What follows belongs to an exercise in optimizing a design on an open flow for small area, a short achievable clock period and few clock cycles; a production flow would make more cautious choices.
In this exercise RTL edits were held to simulation tests only and were not proved equivalent to the original.

## sparse_mac_row
module sparse_mac_row #(
  parameter int DATA_WIDTH = 8,
  parameter int ACC_WIDTH  = 32,
  parameter int BLOCK_SIZE = 4,
  parameter int NUM_PE     = 4,
  parameter int IDX_WIDTH  = 4,
  localparam int OUT_IDX_WIDTH = (NUM_PE > 1) ? $clog2(NUM_PE) : 1
) (
  input  logic                                       Clk,
  input  logic                                       rst,
  input  logic [BLOCK_SIZE*BLOCK_SIZE*DATA_WIDTH-1:0] act_block,
  input  logic [DATA_WIDTH-1:0]                      weight_in,
  input  logic [NUM_PE*IDX_WIDTH-1:0]                idx_in,
  input  logic [NUM_PE*ACC_WIDTH-1:0]                bias_in,
  input  logic                                       is_signed,
  input  logic                                       block_last,
  input  logic                                       in_valid,
  output logic                                       in_ready,
  output logic [ACC_WIDTH-1:0]                       out_data,
  output logic [OUT_IDX_WIDTH-1:0]                   out_idx,
  output logic                                       out_last,
  output logic                                       out_valid,
  input  logic                                       out_ready
);
Size: ~3400 cells after synthesis, about 0.038 sq mm of cells after synthesis.
==> module sparse_mac_row, before the edit <==
module sparse_mac_row #(
  parameter int DATA_WIDTH = 8,
  parameter int ACC_WIDTH  = 32,
  parameter int BLOCK_SIZE = 4,
  parameter int NUM_PE     = 4,
  parameter int IDX_WIDTH  = 4,
  localparam int OUT_IDX_WIDTH = (NUM_PE > 1) ? $clog2(NUM_PE) : 1
) (
  input  logic                                       Clk,
  input  logic                                       rst,
  input  logic [BLOCK_SIZE*BLOCK_SIZE*DATA_WIDTH-1:0] act_block,
  input  logic [DATA_WIDTH-1:0]                      weight_in,
  input  logic [NUM_PE*IDX_WIDTH-1:0]                idx_in,
  input  logic [NUM_PE*ACC_WIDTH-1:0]                bias_in,
  input  logic                                       is_signed,
  input  logic                                       block_last,
  input  logic                                       in_valid,
  output logic                                       in_ready,
  output logic [ACC_WIDTH-1:0]                       out_data,
  output logic [OUT_IDX_WIDTH-1:0]                   out_idx,
  output logic                                       out_last,
  output logic                                       out_valid,
  input  logic                                       out_ready
);
  localparam int NE = BLOCK_SIZE * BLOCK_SIZE;
  localparam int RW = 2 * DATA_WIDTH + 1;    
  logic                         first_q;     
  logic                         v1, l1;      
  logic                         x2;          
  logic                         in_rdy_q;    
  logic                         fin_free_q;  
  logic                         fin_has;     
  logic [OUT_IDX_WIDTH-1:0]     fin_ptr;
  logic                         out_last_q;
  logic [NE*DATA_WIDTH-1:0]     act_q, act_d;
  logic                         signed_q, signed_d;
  logic [DATA_WIDTH-1:0]        w1, w1e;
  logic [NUM_PE-1:0]            s1;
  logic [DATA_WIDTH-1:0]        a1   [NUM_PE];
  logic [RW-1:0]                r0   [NUM_PE];
  logic [RW-1:0]                r1   [NUM_PE];
  logic [RW-1:0]                r0d  [NUM_PE];
  logic [RW-1:0]                r1d  [NUM_PE];
  logic [ACC_WIDTH-1:0]         acc  [NUM_PE];
  logic [ACC_WIDTH-1:0]         fin  [NUM_PE];
  logic [ACC_WIDTH-1:0]         sum  [NUM_PE];
  logic [ACC_WIDTH-1:0]         out_q;
  logic accept, xfer, load_bias, oq_free;
  assign in_ready  = in_rdy_q;
  assign out_data  = out_q;
  assign out_last  = out_last_q;
  assign accept    = in_valid && in_rdy_q;
  assign xfer      = v1 && l1 && fin_free_q;
  assign load_bias = first_q && (!v1 || in_rdy_q);
  assign oq_free   = !out_valid || out_ready;
  assign act_d    = first_q ? act_block : act_q;
  assign signed_d = first_q ? is_signed : signed_q;
  assign w1e = w1 & {DATA_WIDTH{in_rdy_q}};
  for (genvar k = 0; k < NUM_PE; k++) begin : g_pe
    smr_tree u_tree (.a(a1[k]), .b(w1e), .s(s1[k]), .r0(r0d[k]), .r1(r1d[k]));
    logic [ACC_WIDTH-1:0] x, y, z, cs, cc;
    assign x  = x2 ? fin[k] : acc[k];
    assign y  = {{(ACC_WIDTH-RW){1'b0}}, r0[k]};
    assign z  = {{(ACC_WIDTH-RW+1){~r1[k][RW-1]}}, r1[k][RW-2:0]};
    assign cs = x ^ y ^ z;
    assign cc = (x & y) | (x & z) | (y & z);
    assign sum[k] = cs + {cc[ACC_WIDTH-2:0], 1'b0};
  end
  always_ff @(posedge Clk or posedge rst) begin
    if (rst) begin
      first_q    <= 1'b1;
      v1         <= 1'b0;
      l1         <= 1'b0;
      x2         <= 1'b0;
      in_rdy_q   <= 1'b1;
      fin_free_q <= 1'b1;
      fin_has    <= 1'b0;
      fin_ptr    <= '0;
      out_valid  <= 1'b0;
      out_idx    <= '0;
      out_last_q <= 1'b0;
      w1         <= '0;
    end else begin
      logic nv1, nl1, nfin_has;
      nv1 = in_rdy_q ? accept     : v1;
      nl1 = in_rdy_q ? block_last : l1;
      v1 <= nv1;
      l1 <= nl1;
      x2 <= xfer;
      if (accept) first_q <= block_last;
      if (in_rdy_q) w1 <= accept ? weight_in : '0;
      nfin_has = fin_has;
      if (x2) begin
        if (oq_free) begin
          out_valid  <= 1'b1;
          out_idx    <= '0;
          out_last_q <= 1'b0;
          fin_ptr    <= OUT_IDX_WIDTH'(1);
        end else begin
          fin_ptr    <= '0;
        end
        nfin_has = 1'b1;
      end else if (fin_has && oq_free) begin
        out_valid  <= 1'b1;
        out_idx    <= fin_ptr;
        out_last_q <= (fin_ptr == OUT_IDX_WIDTH'(NUM_PE - 1));
        fin_ptr    <= fin_ptr + 1'b1;
        if (fin_ptr == OUT_IDX_WIDTH'(NUM_PE - 1)) nfin_has = 1'b0;
      end else if (out_ready) begin
        out_valid  <= 1'b0;
      end
      fin_has    <= nfin_has;
      fin_free_q <= !nfin_has && !xfer;
      in_rdy_q   <= !(nv1 && nl1 && (nfin_has || xfer));
    end
  end
  always_ff @(posedge Clk) begin
    act_q    <= act_d;
    signed_q <= signed_d;
    if (in_rdy_q) begin
      for (int k = 0; k < NUM_PE; k++) begin
        a1[k] <= act_d[idx_in[k*IDX_WIDTH +: IDX_WIDTH]*DATA_WIDTH +: DATA_WIDTH];
        s1[k] <= signed_d;
      end
    end
    for (int k = 0; k < NUM_PE; k++) begin
      r0[k] <= r0d[k];
      r1[k] <= r1d[k];
      if (load_bias)
        acc[k] <= bias_in[k*ACC_WIDTH +: ACC_WIDTH];
      else if (!x2)
        acc[k] <= sum[k];
      if (xfer || x2)
        fin[k] <= sum[k];
    end
    if (x2 && oq_free)
      out_q <= sum[0];
    else if (fin_has && oq_free)
      out_q <= fin[fin_ptr];
  end
endmodule
export LEC_CHECK = 0
export CAP_MARGIN = 20
export CORE_MARGIN = 2
export CORE_UTILIZATION = 40
export SLEW_MARGIN = 20
create_clock -name core_clock -period 12.0 [get_ports {Clk}]
standard.sh (not shown) runs the stock make flow with config.mk's settings and CLKGATE_MAP_FILE= SYNTH_SCRIPT=/design/flow/synth_recipe.tcl, a recipe that flattens the netlist after the stock synthesis.
==> flow/flow/run.sh <==
#!/bin/bash
# The standard layout (the standard.sh, unchanged synthesis and steps), with the
# port buffers made from the plain buffer buf_1, and timing repair asked to reach
# a setup slack of 8.4 ns.
set -uo pipefail
export BUFFER_PORTS_ARGS="-buffer_cell sky130_fd_sc_hd__buf_1"
bash standard.sh SETUP_SLACK_MARGIN=8.4 finish > standard.log 2>&1
Testbench counts at the start, summed over its fixed seeds: cycles 2,918.
==> next run, changes <==
--- a/flow/design.v
+++ b/flow/design.v
@@ -25,11 +25,13 @@
   localparam int NE = BLOCK_SIZE * BLOCK_SIZE;
   localparam int RW = 2 * DATA_WIDTH + 1;    
   logic                         first_q;     
   logic                         v1, l1;      
   logic                         x2;          
+  logic                         park_q;      
   logic                         in_rdy_q;    
+  logic                         in_rdy_o;    
   logic                         fin_free_q;  
   logic                         fin_has;     
   logic [OUT_IDX_WIDTH-1:0]     fin_ptr;
   logic                         out_last_q;
   logic [NE*DATA_WIDTH-1:0]     act_q, act_d;
@@ -43,25 +45,25 @@
   logic [RW-1:0]                r1d  [NUM_PE];
   logic [ACC_WIDTH-1:0]         acc  [NUM_PE];
   logic [ACC_WIDTH-1:0]         fin  [NUM_PE];
   logic [ACC_WIDTH-1:0]         sum  [NUM_PE];
   logic [ACC_WIDTH-1:0]         out_q;
-  logic accept, xfer, load_bias, oq_free;
-  assign in_ready  = in_rdy_q;
+  logic accept, xfer, park_en, oq_free;
+  assign in_ready  = in_rdy_o;
   assign out_data  = out_q;
   assign out_last  = out_last_q;
   assign accept    = in_valid && in_rdy_q;
   assign xfer      = v1 && l1 && fin_free_q;
-  assign load_bias = first_q && (!v1 || in_rdy_q);
+  assign park_en   = first_q && fin_free_q;    
   assign oq_free   = !out_valid || out_ready;
   assign act_d    = first_q ? act_block : act_q;
   assign signed_d = first_q ? is_signed : signed_q;
   assign w1e = w1 & {DATA_WIDTH{in_rdy_q}};
   for (genvar k = 0; k < NUM_PE; k++) begin : g_pe
     smr_tree u_tree (.a(a1[k]), .b(w1e), .s(s1[k]), .r0(r0d[k]), .r1(r1d[k]));
     logic [ACC_WIDTH-1:0] x, y, z, cs, cc;
-    assign x  = x2 ? fin[k] : acc[k];
+    assign x  = acc[k];
     assign y  = {{(ACC_WIDTH-RW){1'b0}}, r0[k]};
     assign z  = {{(ACC_WIDTH-RW+1){~r1[k][RW-1]}}, r1[k][RW-2:0]};
     assign cs = x ^ y ^ z;
     assign cc = (x & y) | (x & z) | (y & z);
     assign sum[k] = cs + {cc[ACC_WIDTH-2:0], 1'b0};
@@ -70,11 +72,13 @@
     if (rst) begin
       first_q    <= 1'b1;
       v1         <= 1'b0;
       l1         <= 1'b0;
       x2         <= 1'b0;
+      park_q     <= 1'b0;
       in_rdy_q   <= 1'b1;
+      in_rdy_o   <= 1'b1;
       fin_free_q <= 1'b1;
       fin_has    <= 1'b0;
       fin_ptr    <= '0;
       out_valid  <= 1'b0;
       out_idx    <= '0;
@@ -85,10 +89,11 @@
       nv1 = in_rdy_q ? accept     : v1;
       nl1 = in_rdy_q ? block_last : l1;
       v1 <= nv1;
       l1 <= nl1;
       x2 <= xfer;
+      park_q <= accept && first_q;
       if (accept) first_q <= block_last;
       if (in_rdy_q) w1 <= accept ? weight_in : '0;
       nfin_has = fin_has;
       if (x2) begin
         if (oq_free) begin
@@ -109,11 +114,12 @@
       end else if (out_ready) begin
         out_valid  <= 1'b0;
       end
       fin_has    <= nfin_has;
       fin_free_q <= !nfin_has && !xfer;
-      in_rdy_q   <= !(nv1 && nl1 && (nfin_has || xfer));
+      in_rdy_q   <= !((accept ? block_last : first_q) && (nfin_has || xfer));
+      in_rdy_o   <= !(accept ? block_last : first_q) || (!nfin_has && !xfer);
     end
   end
   always_ff @(posedge Clk) begin
     act_q    <= act_d;
     signed_q <= signed_d;
@@ -124,16 +130,15 @@
       end
     end
     for (int k = 0; k < NUM_PE; k++) begin
       r0[k] <= r0d[k];
       r1[k] <= r1d[k];
-      if (load_bias)
-        acc[k] <= bias_in[k*ACC_WIDTH +: ACC_WIDTH];
-      else if (!x2)
-        acc[k] <= sum[k];
-      if (xfer || x2)
+      acc[k] <= park_q ? fin[k] : sum[k];
+      if (x2)
         fin[k] <= sum[k];
+      else if (park_en)
+        fin[k] <= bias_in[k*ACC_WIDTH +: ACC_WIDTH];
     end
     if (x2 && oq_free)
       out_q <= sum[0];
     else if (fin_has && oq_free)
       out_q <= fin[fin_ptr];
What happened: The new run went through all stages and came out clean. Hold slack is about the same. Sequential cell count is higher by 1. Setup slack improved by 0.36 ns. Non-clock buffer count shrinks by 102. Synthesized cell count fell by 3.7%. Global-route usage decreases by 1.2 points. Sequential share of layout area rose by 0.60 points. Via count goes down by 7.9%. Count of clock-buffer cells in the layout is higher by 4.
Testbench counts after the change, summed over its fixed seeds: cycles 2,918.

re-timing with driven ports:
How much do the figures lean on ideal ports? The routed layouts below were timed once more, with nothing changed but the port constraints.
Step 1: set_driving_cell puts a clkbuf_16 on Clk and a buf_2 on each other input, an assumption about the parent block.
Step 2 also shifts input and output timing later by t, the mid clock arrival at the registers, as if the neighbouring blocks saw the same clock.
Slacks: no drivers / after step 1 / after step 2; pairs: no drivers / after step 1.
| run | t, ns | setup WS [ns] | hold slack, ns | worst data-port slew with drivers (ns) | pins driven straight from the clock port |
|---|---|---|---|---|---|
| the first run | 0.695 | 7.765 / 7.765 / 7.714 | 0.473 / 0.473 / 0.473 | 0.11 | 1 |
| the second run | 0.679 | 8.122 / 8.062 / 7.807 | 0.472 / 0.472 / 0.472 | 0.15 | 1 |
After both steps every run listed still meets setup and hold. For the second run, which loses most, drivers alone change the setup slack by -0.060 ns; drivers and shift together by -0.315 ns.
